This design comes from an exercise in tuning for small area, a short achievable clock period and few clock cycles per item on the open sky130 flow, not from production work.
In this exercise RTL edits were held to simulation tests only and were not proved equivalent to the original.
Power is estimated from default activity; no workload was simulated.

===== flow/config.mk =====
export PLATFORM = sky130hd
export DESIGN_NAME = md5Hasher
export DESIGN_NICKNAME = md5Hasher
export VERILOG_FILES = /design/flow/design.v
export SDC_FILE = /design/flow/constraint.sdc
export NUM_CORES = 4
export LEC_CHECK = 0
export CAP_MARGIN = 20
export CORE_MARGIN = 2
export CORE_UTILIZATION = 40
export PLACE_DENSITY = 0.6
export SLEW_MARGIN = 20

===== flow/design.v =====
`timescale 1ns/1ps
`default_nettype none
package md5Pkg;
	typedef logic [31:0] md5Word;
	typedef logic [3:0] byteLen;
	typedef logic [5:0] stepIdx;
	typedef logic [7:0] apbAddr;
	typedef enum logic [1:0] {
		Idle,
		Run,
		Finish
	} ctrlState;
	localparam md5Word initA = 32'h67452301;
	localparam md5Word initB = 32'hefcdab89;
	localparam md5Word initC = 32'h98badcfe;
	localparam md5Word initD = 32'h10325476;
	localparam apbAddr guessAddr0 = 8'h00;
	localparam apbAddr lenAddr = 8'h10;
	localparam apbAddr ctrlAddr = 8'h14;
	localparam apbAddr digestAddr0 = 8'h20;
endpackage
`default_nettype wire
`timescale 1ns/1ps
`default_nettype none
module md5ApbRegs (
	input logic clk,
	input logic rst,
	input logic psel,
	input logic penable,
	input logic pwrite,
	input md5Pkg::apbAddr paddr,
	input md5Pkg::md5Word pwdata,
	output md5Pkg::md5Word prdata,
	output logic pready,
	output logic pslverr,
	output md5Pkg::md5Word guess0,
	output md5Pkg::md5Word guess1,
	output md5Pkg::md5Word guess2,
	output md5Pkg::md5Word guess3,
	output md5Pkg::byteLen guessLen,
	output logic startReq,
	input logic busy,
	input logic done,
	input md5Pkg::md5Word digestA,
	input md5Pkg::md5Word digestB,
	input md5Pkg::md5Word digestC,
	input md5Pkg::md5Word digestD
);
	md5Pkg::md5Word guessReg [4];
	md5Pkg::byteLen lenReg;
	logic accessPhase;
	logic wrEn;
	logic rdEn;
	logic aligned;
	logic guessHit;
	logic lenHit;
	logic ctrlHit;
	logic digestHit;
	logic mapped;
	md5Pkg::md5Word rdMux;
	assign accessPhase = psel && penable;
	assign wrEn = accessPhase && pwrite;
	assign rdEn = accessPhase && !pwrite;
	assign aligned = paddr[1:0] == 2'b00;
	assign guessHit = aligned && (paddr[7:4] == md5Pkg::guessAddr0[7:4]);
	assign digestHit = aligned && (paddr[7:4] == md5Pkg::digestAddr0[7:4]);
	assign lenHit = paddr == md5Pkg::lenAddr;
	assign ctrlHit = paddr == md5Pkg::ctrlAddr;
	assign mapped = guessHit || digestHit || lenHit || ctrlHit;
	assign pready = 1'b1;
	assign pslverr = accessPhase && !mapped;
	assign startReq = wrEn && ctrlHit && pwdata[0];
	always_ff @(posedge clk) begin
		if (rst) begin
			for (int k = 0; k < 4; k++)
				guessReg[k] <= '0;
			lenReg <= '0;
		end else if (wrEn) begin
			if (guessHit)
				guessReg[paddr[3:2]] <= pwdata;
			if (lenHit)
				lenReg <= pwdata[3:0];
		end
	end
	assign guess0 = guessReg[0];
	assign guess1 = guessReg[1];
	assign guess2 = guessReg[2];
	assign guess3 = guessReg[3];
	assign guessLen = lenReg;
	always_comb begin
		rdMux = '0;
		if (guessHit)
			rdMux = guessReg[paddr[3:2]];
		else if (lenHit)
			rdMux = {28'b0, lenReg};
		else if (ctrlHit)
			rdMux = {30'b0, done, busy};
		else if (digestHit) begin
			case (paddr[3:2])
				2'd0: rdMux = digestA;
				2'd1: rdMux = digestB;
				2'd2: rdMux = digestC;
				default: rdMux = digestD;
			endcase
		end
	end
	assign prdata = rdEn ? rdMux : '0;
endmodule
`default_nettype wire
`timescale 1ns/1ps
`default_nettype none
module md5Control (
	input logic clk,
	input logic rst,
	input logic startReq,
	output logic load,
	output logic advance,
	output logic capture,
	output logic busy,
	output logic done,
	output md5Pkg::stepIdx step
);
	md5Pkg::ctrlState state;
	logic doneReg;
	md5Pkg::stepIdx stepCnt;
	always_ff @(posedge clk) begin
		if (rst) begin
			state <= md5Pkg::Idle;
			stepCnt <= '0;
			doneReg <= 1'b0;
		end else begin
			case (state)
				md5Pkg::Idle: begin
					if (startReq) begin
						state <= md5Pkg::Run;
						stepCnt <= '0;
						doneReg <= 1'b0;
					end
				end
				md5Pkg::Run: begin
					stepCnt <= stepCnt + 6'd1;
					if (stepCnt == 6'd63)
						state <= md5Pkg::Finish;
				end
				md5Pkg::Finish: begin
					state <= md5Pkg::Idle;
					doneReg <= 1'b1;
				end
				default: state <= md5Pkg::Idle;
			endcase
		end
	end
	assign load = (state == md5Pkg::Idle) && startReq;
	assign advance = state == md5Pkg::Run;
	assign capture = state == md5Pkg::Finish;
	assign busy = state != md5Pkg::Idle;
	assign done = doneReg;
	assign step = stepCnt;
endmodule
`default_nettype wire
`timescale 1ns/1ps
`default_nettype none
module md5MessagePad (
	input logic clk,
	input logic load,
	input md5Pkg::md5Word guess0,
	input md5Pkg::md5Word guess1,
	input md5Pkg::md5Word guess2,
	input md5Pkg::md5Word guess3,
	input md5Pkg::byteLen guessLen,
	input md5Pkg::stepIdx step,
	output md5Pkg::md5Word msgWord
);
	logic [3:0][31:0] guessWords;
	logic [15:0][31:0] padded;
	logic [15:0][31:0] block;
	logic [3:0] msgIdx;
	assign guessWords[0] = guess0;
	assign guessWords[1] = guess1;
	assign guessWords[2] = guess2;
	assign guessWords[3] = guess3;
	always_comb begin
		for (int w = 0; w < 16; w++)
			padded[w] = '0;
		for (int i = 0; i < 16; i++) begin
			if (i < {28'b0, guessLen})
				padded[i / 4][8 * (i % 4) +: 8] = guessWords[i / 4][8 * (i % 4) +: 8];
			else if (i == {28'b0, guessLen})
				padded[i / 4][8 * (i % 4) +: 8] = 8'h80;
		end
		padded[14] = {25'b0, guessLen, 3'b000};
	end
	always_ff @(posedge clk) begin
		if (load)
			block <= padded;
	end
	always_comb begin
		case (step[5:4])
			2'd0: msgIdx = step[3:0];
			2'd1: msgIdx = 4'(5 * step[3:0] + 4'd1);
			2'd2: msgIdx = 4'(3 * step[3:0] + 4'd5);
			default: msgIdx = 4'(7 * step[3:0]);
		endcase
	end
	assign msgWord = block[msgIdx];
endmodule
`default_nettype wire
`timescale 1ns/1ps
`default_nettype none
module md5RoundStep (
	input logic clk,
	input logic load,
	input logic advance,
	input md5Pkg::stepIdx step,
	input md5Pkg::md5Word msgWord,
	output md5Pkg::md5Word stateA,
	output md5Pkg::md5Word stateB,
	output md5Pkg::md5Word stateC,
	output md5Pkg::md5Word stateD
);
	md5Pkg::md5Word aReg;
	md5Pkg::md5Word bReg;
	md5Pkg::md5Word cReg;
	md5Pkg::md5Word dReg;
	logic [1:0] round;
	md5Pkg::md5Word funcVal;
	md5Pkg::md5Word stepSum;
	md5Pkg::md5Word newB;
	md5Pkg::md5Word sineVal;
	logic [4:0] shiftAmt;
	logic [63:0] doubled;
	assign round = step[5:4];
	always_comb begin
		case (round)
			2'd0: funcVal = (bReg & cReg) | (~bReg & dReg);
			2'd1: funcVal = (bReg & dReg) | (cReg & ~dReg);
			2'd2: funcVal = bReg ^ cReg ^ dReg;
			default: funcVal = cReg ^ (bReg | ~dReg);
		endcase
	end
	always_comb begin
		case (step)
			6'd0: sineVal = 32'hd76aa478;
			6'd1: sineVal = 32'he8c7b756;
			6'd2: sineVal = 32'h242070db;
			6'd3: sineVal = 32'hc1bdceee;
			6'd4: sineVal = 32'hf57c0faf;
			6'd5: sineVal = 32'h4787c62a;
			6'd6: sineVal = 32'ha8304613;
			6'd7: sineVal = 32'hfd469501;
			6'd8: sineVal = 32'h698098d8;
			6'd9: sineVal = 32'h8b44f7af;
			6'd10: sineVal = 32'hffff5bb1;
			6'd11: sineVal = 32'h895cd7be;
			6'd12: sineVal = 32'h6b901122;
			6'd13: sineVal = 32'hfd987193;
			6'd14: sineVal = 32'ha679438e;
			6'd15: sineVal = 32'h49b40821;
			6'd16: sineVal = 32'hf61e2562;
			6'd17: sineVal = 32'hc040b340;
			6'd18: sineVal = 32'h265e5a51;
			6'd19: sineVal = 32'he9b6c7aa;
			6'd20: sineVal = 32'hd62f105d;
			6'd21: sineVal = 32'h02441453;
			6'd22: sineVal = 32'hd8a1e681;
			6'd23: sineVal = 32'he7d3fbc8;
			6'd24: sineVal = 32'h21e1cde6;
			6'd25: sineVal = 32'hc33707d6;
			6'd26: sineVal = 32'hf4d50d87;
			6'd27: sineVal = 32'h455a14ed;
			6'd28: sineVal = 32'ha9e3e905;
			6'd29: sineVal = 32'hfcefa3f8;
			6'd30: sineVal = 32'h676f02d9;
			6'd31: sineVal = 32'h8d2a4c8a;
			6'd32: sineVal = 32'hfffa3942;
			6'd33: sineVal = 32'h8771f681;
			6'd34: sineVal = 32'h6d9d6122;
			6'd35: sineVal = 32'hfde5380c;
			6'd36: sineVal = 32'ha4beea44;
			6'd37: sineVal = 32'h4bdecfa9;
			6'd38: sineVal = 32'hf6bb4b60;
			6'd39: sineVal = 32'hbebfbc70;
			6'd40: sineVal = 32'h289b7ec6;
			6'd41: sineVal = 32'heaa127fa;
			6'd42: sineVal = 32'hd4ef3085;
			6'd43: sineVal = 32'h04881d05;
			6'd44: sineVal = 32'hd9d4d039;
			6'd45: sineVal = 32'he6db99e5;
			6'd46: sineVal = 32'h1fa27cf8;
			6'd47: sineVal = 32'hc4ac5665;
			6'd48: sineVal = 32'hf4292244;
			6'd49: sineVal = 32'h432aff97;
			6'd50: sineVal = 32'hab9423a7;
			6'd51: sineVal = 32'hfc93a039;
			6'd52: sineVal = 32'h655b59c3;
			6'd53: sineVal = 32'h8f0ccc92;
			6'd54: sineVal = 32'hffeff47d;
			6'd55: sineVal = 32'h85845dd1;
			6'd56: sineVal = 32'h6fa87e4f;
			6'd57: sineVal = 32'hfe2ce6e0;
			6'd58: sineVal = 32'ha3014314;
			6'd59: sineVal = 32'h4e0811a1;
			6'd60: sineVal = 32'hf7537e82;
			6'd61: sineVal = 32'hbd3af235;
			6'd62: sineVal = 32'h2ad7d2bb;
			6'd63: sineVal = 32'heb86d391;
			default: sineVal = '0;
		endcase
	end
	always_comb begin
		case ({round, step[1:0]})
			4'd0: shiftAmt = 5'd7;
			4'd1: shiftAmt = 5'd12;
			4'd2: shiftAmt = 5'd17;
			4'd3: shiftAmt = 5'd22;
			4'd4: shiftAmt = 5'd5;
			4'd5: shiftAmt = 5'd9;
			4'd6: shiftAmt = 5'd14;
			4'd7: shiftAmt = 5'd20;
			4'd8: shiftAmt = 5'd4;
			4'd9: shiftAmt = 5'd11;
			4'd10: shiftAmt = 5'd16;
			4'd11: shiftAmt = 5'd23;
			4'd12: shiftAmt = 5'd6;
			4'd13: shiftAmt = 5'd10;
			4'd14: shiftAmt = 5'd15;
			4'd15: shiftAmt = 5'd21;
			default: shiftAmt = '0;
		endcase
	end
	assign stepSum = aReg + funcVal + msgWord + sineVal;
	assign doubled = {stepSum, stepSum} << shiftAmt;
	assign newB = bReg + doubled[63:32];
	always_ff @(posedge clk) begin
		if (load) begin
			aReg <= md5Pkg::initA;
			bReg <= md5Pkg::initB;
			cReg <= md5Pkg::initC;
			dReg <= md5Pkg::initD;
		end else if (advance) begin
			aReg <= dReg;
			bReg <= newB;
			cReg <= bReg;
			dReg <= cReg;
		end
	end
	assign stateA = aReg;
	assign stateB = bReg;
	assign stateC = cReg;
	assign stateD = dReg;
endmodule
`default_nettype wire
`timescale 1ns/1ps
`default_nettype none
module md5DigestAdd (
	input logic clk,
	input logic rst,
	input logic capture,
	input md5Pkg::md5Word stateA,
	input md5Pkg::md5Word stateB,
	input md5Pkg::md5Word stateC,
	input md5Pkg::md5Word stateD,
	output md5Pkg::md5Word digestA,
	output md5Pkg::md5Word digestB,
	output md5Pkg::md5Word digestC,
	output md5Pkg::md5Word digestD
);
	md5Pkg::md5Word digA;
	md5Pkg::md5Word digB;
	md5Pkg::md5Word digC;
	md5Pkg::md5Word digD;
	always_ff @(posedge clk) begin
		if (rst) begin
			digA <= '0;
			digB <= '0;
			digC <= '0;
			digD <= '0;
		end else if (capture) begin
			digA <= stateA + md5Pkg::initA;
			digB <= stateB + md5Pkg::initB;
			digC <= stateC + md5Pkg::initC;
			digD <= stateD + md5Pkg::initD;
		end
	end
	assign digestA = digA;
	assign digestB = digB;
	assign digestC = digC;
	assign digestD = digD;
endmodule
`default_nettype wire
`timescale 1ns/1ps
`default_nettype none
module md5Hasher (
	input logic clk,
	input logic rst,
	input logic psel,
	input logic penable,
	input logic pwrite,
	input md5Pkg::apbAddr paddr,
	input md5Pkg::md5Word pwdata,
	output md5Pkg::md5Word prdata,
	output logic pready,
	output logic pslverr
);
	md5Pkg::md5Word guess0;
	md5Pkg::md5Word guess1;
	md5Pkg::md5Word guess2;
	md5Pkg::md5Word guess3;
	md5Pkg::byteLen guessLen;
	logic startReq;
	logic busy;
	logic done;
	logic load;
	logic advance;
	logic capture;
	md5Pkg::stepIdx step;
	md5Pkg::md5Word msgWord;
	md5Pkg::md5Word workA;
	md5Pkg::md5Word workB;
	md5Pkg::md5Word workC;
	md5Pkg::md5Word workD;
	md5Pkg::md5Word digestA;
	md5Pkg::md5Word digestB;
	md5Pkg::md5Word digestC;
	md5Pkg::md5Word digestD;
	md5ApbRegs apbRegs (
		.clk(clk),
		.rst(rst),
		.psel(psel),
		.penable(penable),
		.pwrite(pwrite),
		.paddr(paddr),
		.pwdata(pwdata),
		.prdata(prdata),
		.pready(pready),
		.pslverr(pslverr),
		.guess0(guess0),
		.guess1(guess1),
		.guess2(guess2),
		.guess3(guess3),
		.guessLen(guessLen),
		.startReq(startReq),
		.busy(busy),
		.done(done),
		.digestA(digestA),
		.digestB(digestB),
		.digestC(digestC),
		.digestD(digestD)
	);
	md5Control control (
		.clk(clk),
		.rst(rst),
		.startReq(startReq),
		.load(load),
		.advance(advance),
		.capture(capture),
		.busy(busy),
		.done(done),
		.step(step)
	);
	md5MessagePad messagePad (
		.clk(clk),
		.load(load),
		.guess0(guess0),
		.guess1(guess1),
		.guess2(guess2),
		.guess3(guess3),
		.guessLen(guessLen),
		.step(step),
		.msgWord(msgWord)
	);
	md5RoundStep roundStep (
		.clk(clk),
		.load(load),
		.advance(advance),
		.step(step),
		.msgWord(msgWord),
		.stateA(workA),
		.stateB(workB),
		.stateC(workC),
		.stateD(workD)
	);
	md5DigestAdd digestAdd (
		.clk(clk),
		.rst(rst),
		.capture(capture),
		.stateA(workA),
		.stateB(workB),
		.stateC(workC),
		.stateD(workD),
		.digestA(digestA),
		.digestB(digestB),
		.digestC(digestC),
		.digestD(digestD)
	);
endmodule
`default_nettype wire

===== flow/run.sh =====
#!/bin/bash
# synth_recipe.tcl (not shown) runs the flow's synth.tcl, then flattens the netlist and writes it again
# the make line also repeats each setting of config.mk as NAME=value (left out here)
make -C /OpenROAD-flow-scripts/flow DESIGN_CONFIG=/design/flow/config.mk WORK_HOME=/design/flow/orfs CLKGATE_MAP_FILE= SYNTH_SCRIPT=/design/flow/synth_recipe.tcl finish

===== flow/constraint.sdc =====
create_clock -name core_clock -period 10.0 [get_ports {clk}]
set_input_delay 2.0000 -clock core_clock [delete_from_list [all_inputs] [get_ports {clk}]]
set_output_delay 2.0000 -clock core_clock [all_outputs]
set_load 0.01 [all_outputs]

==> impl_metrics.ini <==
[flow_run]
drv_cap = 0

[clock_network]
cts_tree = done
cts_made_buffers = 60
cts_setup_buffers = 0
clkTransAtPathRegs_ns = 0.07
cts.sinks = 559
htreeDepth = 2
hold_buffers = 0
cts_root_buf = clkbuf_16
clk-insertion-delay-late_ns = 0.66
clk_path_buf_depth = 3

[pwr]
p_int_w = 0.00596
power.leakage_nw = 15.4
seq_power_share_pct = 27.6
switching_share_pct = 41.7
ir_drop_mv = 0.162
p_comb_share_pct = 48.4
pwr-share-clk_pct = 24.0
switchingPower_w = 0.00426
power.density_nw_per_um2 = 255

[global_routing]
grt_antenna_before_repair = 4
grt_max_degree = 98
grt_pass1_wl_um = 183000
grt_pass1_vias = 29132
grt_overflow = 0
grt_usage_pct = 25.4

[synth]
async_flop_share_pct = 0
ys_seq_area_share_pct = 37.8
syn_area_per_cell_um2 = 8.86
synthCells = 4101
syn_nets = 4301
synthDistinctLibCells = 95
synth_edf_count = 253
yosysWarningCount = 5
ys_ff_latch = 559
syn_area_um2 = 36300
ys.flop_type = dfxtp_1

[cells_and_area]
drive_above_1_share_pct = 9.08
final_common_cell = nand2_1
final_cell_mix = nand2_1 (541), nor2_1 (366), a21oi_1 (357)
syn2layout_area_growth_pct = 10.4
layout.nets = 4178
stdcell_area_um2 = 40100

[floorplanning]
core_area_um2 = 90000
initial_core_util_pct = 40.4
die_y_um = 305
die-area_um2 = 93300
die_x_um = 305
pin_count = 79
num_rows = 110

[timing]
fmax_mhz = 106
slew_headroom_pct = 28.2
finalClockSkew_ns = 0.0389
drv_slew = 0
period_share_pct = 94.1
rsz0062_at_grt = false
finalCriticalPeriod_ns = 9.41
tightest_slew_ns = 1.07
setup_viol = 0
tns_ns = 0
hold_viol_final = 0

[route]
wirelength_um = 121000
met2_length_um = 56200
drtAntennaViolNets = 0
via_count = 30598
post_drt_via_cell_ratio = 5.88
drt_drc_violations_left = 0
wl_met3_um = 8710
wirelength_met1_um = 51900
drt_pre_antenna_iters = 7
drtIter0Drc = 3697
wl_per_cell_um = 23.3
highest_layer = met5

[critical_path]
critical_path_arrival_ns = 9.98
setup.worst_path.end_class = flop
reg2reg_to = roundStep.bReg[30]
crit_type = reg -> reg
critical_path_buf_inv_count = 4
cpMaxStageDelayCell = or4b_2
rrSetupSlack_ns = 0.59
crit_required_ns = 10.57
max_stage_delay_ns = 0.63
crit_fanout = 21
r2r_start = control.stepCnt[1]
startpoint_type = flop
critical_path.top_delay_family = compound AO/OA/AOI/OAI gates
crit_top_cell = a21oi_1
reg2regPathDepth = 38

[worst_hold_path]
hp-start = digestAdd.digC[14]
hold-path-cell-count = 2
hold_end = digestAdd.digC[14]
hold_class = reg -> reg

[status]
status = timing/DRC/antenna clean

[placement]
io_buffer_count = 77
dp_hpwl_um = 86500
placed_area_um2 = 37900
globalplace.congestion = 1.04
-- worst min-delay path, cell delays in order (launching register included) --
cell,delay [ns]
dfxtp_1,0.31
nand2_1,0.05
a21oi_1,0.05
-- timing repair --
item | in CTS | in global routing
endpoints found under the setup margin | 0 | 2
gates resized for setup | 0 | 8
endpoints found under the hold margin | 0 | 0
-- layout make-up --
| class | count | area, um2 |
|---|---|---|
| clock buffer | 76 | 1620 |
| antenna | 1 | 2.50 |
| clock inverter | 38 | 554 |
| timing repair buffer | 156 | 1400 |
| sequential | 559 | 13700 |
| tap | 1176 | 1470 |
| inverter | 210 | 796 |
| fill | 8877 | 49900 |
| multi-input combinational | 2991 | 20500 |
-- layer usage --
metal | track usage [%] | vias up
met1 | 34.8 | 14849
met5 | 0 | -
met3 | 3.51 | 241
met4 | 8.58 | 6
li1 | - | 14240
met2 | 41.4 | 1262
-- cell families (layout without fill, tap and decap cells) --
group,after synthesis,in the layout,synth area share [%]
other,1,2,0.0103
multiplexers,189,189,8.80
XOR/XNOR,220,220,5.45
buffers and inverters,551,480,5.94
AO/OA/AOI/OAI,1096,1096,18.9
flip-flops,559,559,37.8
adder cells (fa/ha/maj),155,155,6.68
AND/OR/NAND/NOR,1330,1330,16.5
-- sequential cells by signal (all words and copies together), names as in the netlist --
| signal | flops |
|---|---|
| apbRegs.guessReg | 128 |
| messagePad.block | 125 |
| digestAdd.digA | 32 |
| digestAdd.digB | 32 |
| digestAdd.digC | 32 |
| digestAdd.digD | 32 |
| roundStep.aReg | 32 |
| roundStep.bReg | 32 |
| roundStep.cReg | 32 |
| roundStep.dReg | 32 |
| roundStep.sineVal | 32 |
| control.stepCnt | 6 |
| roundStep.shiftAmt | 5 |
| apbRegs.lenReg | 4 |
| control.state | 2 |
| control.doneReg | 1 |
-- cells in the mapped netlist (all sizes together) (90+ instances only) --
library cell,count,area (um2)
dfxtp,306,6130
nand2,542,2040
a21oi,360,1820
nor2,368,1390
o21ai,252,1270
mux4,100,2260
and2,91,569
edfxtp,253,7600
inv,207,782
ha,90,1130
clkbuf,253,951
xor2,91,797
xnor2,128,1160
-- power groups by stage --
stage	combinational, W	sequential, W	clock (W)
after floorplan	0.00373	0.00261	0
after global placement	0.00482	0.00286	0
after detailed placement	0.00480	0.00287	0
after CTS	0.00484	0.00282	0.00248
after global routing	0.00543	0.00284	0.00257
final	0.00495	0.00282	0.00245
-- per-stage QoR --
step	cells	total power, W	setup WS [ns]	hold WS, ns	util [%]
after floorplan	4101	0.00634	1.44	0.406	-
after global placement	5092	0.00768	0.700	0.436	42.1
after detailed placement	5092	0.00767	0.623	0.442	42.1
after CTS	5206	0.0101	0.555	0.450	44.5
after global routing	5206	0.0108	0.0170	0.466	44.6
final	5207	0.0102	0.589	0.450	44.6
-- worst max path at each step --
| stage | end | startpoint | cells after the start | slack [ns] |
|---|---|---|---|---|
| CTS | roundStep.bReg[31] | control.stepCnt[1] | 38 | 0.56 |
| global route | roundStep.bReg[31] | control.stepCnt[1] | 39 | 0.02 |
| finish | roundStep.bReg[30] | control.stepCnt[1] | 38 | 0.59 |
| detailed placement | roundStep.bReg[31] | control.stepCnt[1] | 38 | 0.62 |
| floorplan | roundStep.bReg[31] | control.stepCnt[4] | 41 | 1.44 |
| global placement | roundStep.bReg[31] | control.stepCnt[1] | 38 | 0.70 |
Testbench counts, summed over its fixed seeds: cycles 29,264, items 384.

==> static timing again, ports no longer ideal <==
In the flow no input, the clock included, has a driving cell. The finished layout below was timed again as built, in two steps.
Step 1 (the two cells are an assumption about what drives the block):
set clk [get_ports {clk}]
set_driving_cell -lib_cell sky130_fd_sc_hd__clkbuf_16 $clk
set_driving_cell -lib_cell sky130_fd_sc_hd__buf_2 [delete_from_list [all_inputs] $clk]
Step 2 times the ports against the registers' clock, not the clock port: input delays grow and output delays shrink by t, the midpoint of the rising clock arrivals with the driver on.
Three values: ideal ports, drivers, drivers and shift; two values: the first two.
t, ns: 0.706
setup slack, ns: 0.589 / 0.589 / 0.589
worst setup path after step 2: register to register
After both steps setup and hold are still met in this run. The setup slack of this run moves by 0.000 ns with the drivers and by 0.000 ns with both steps.
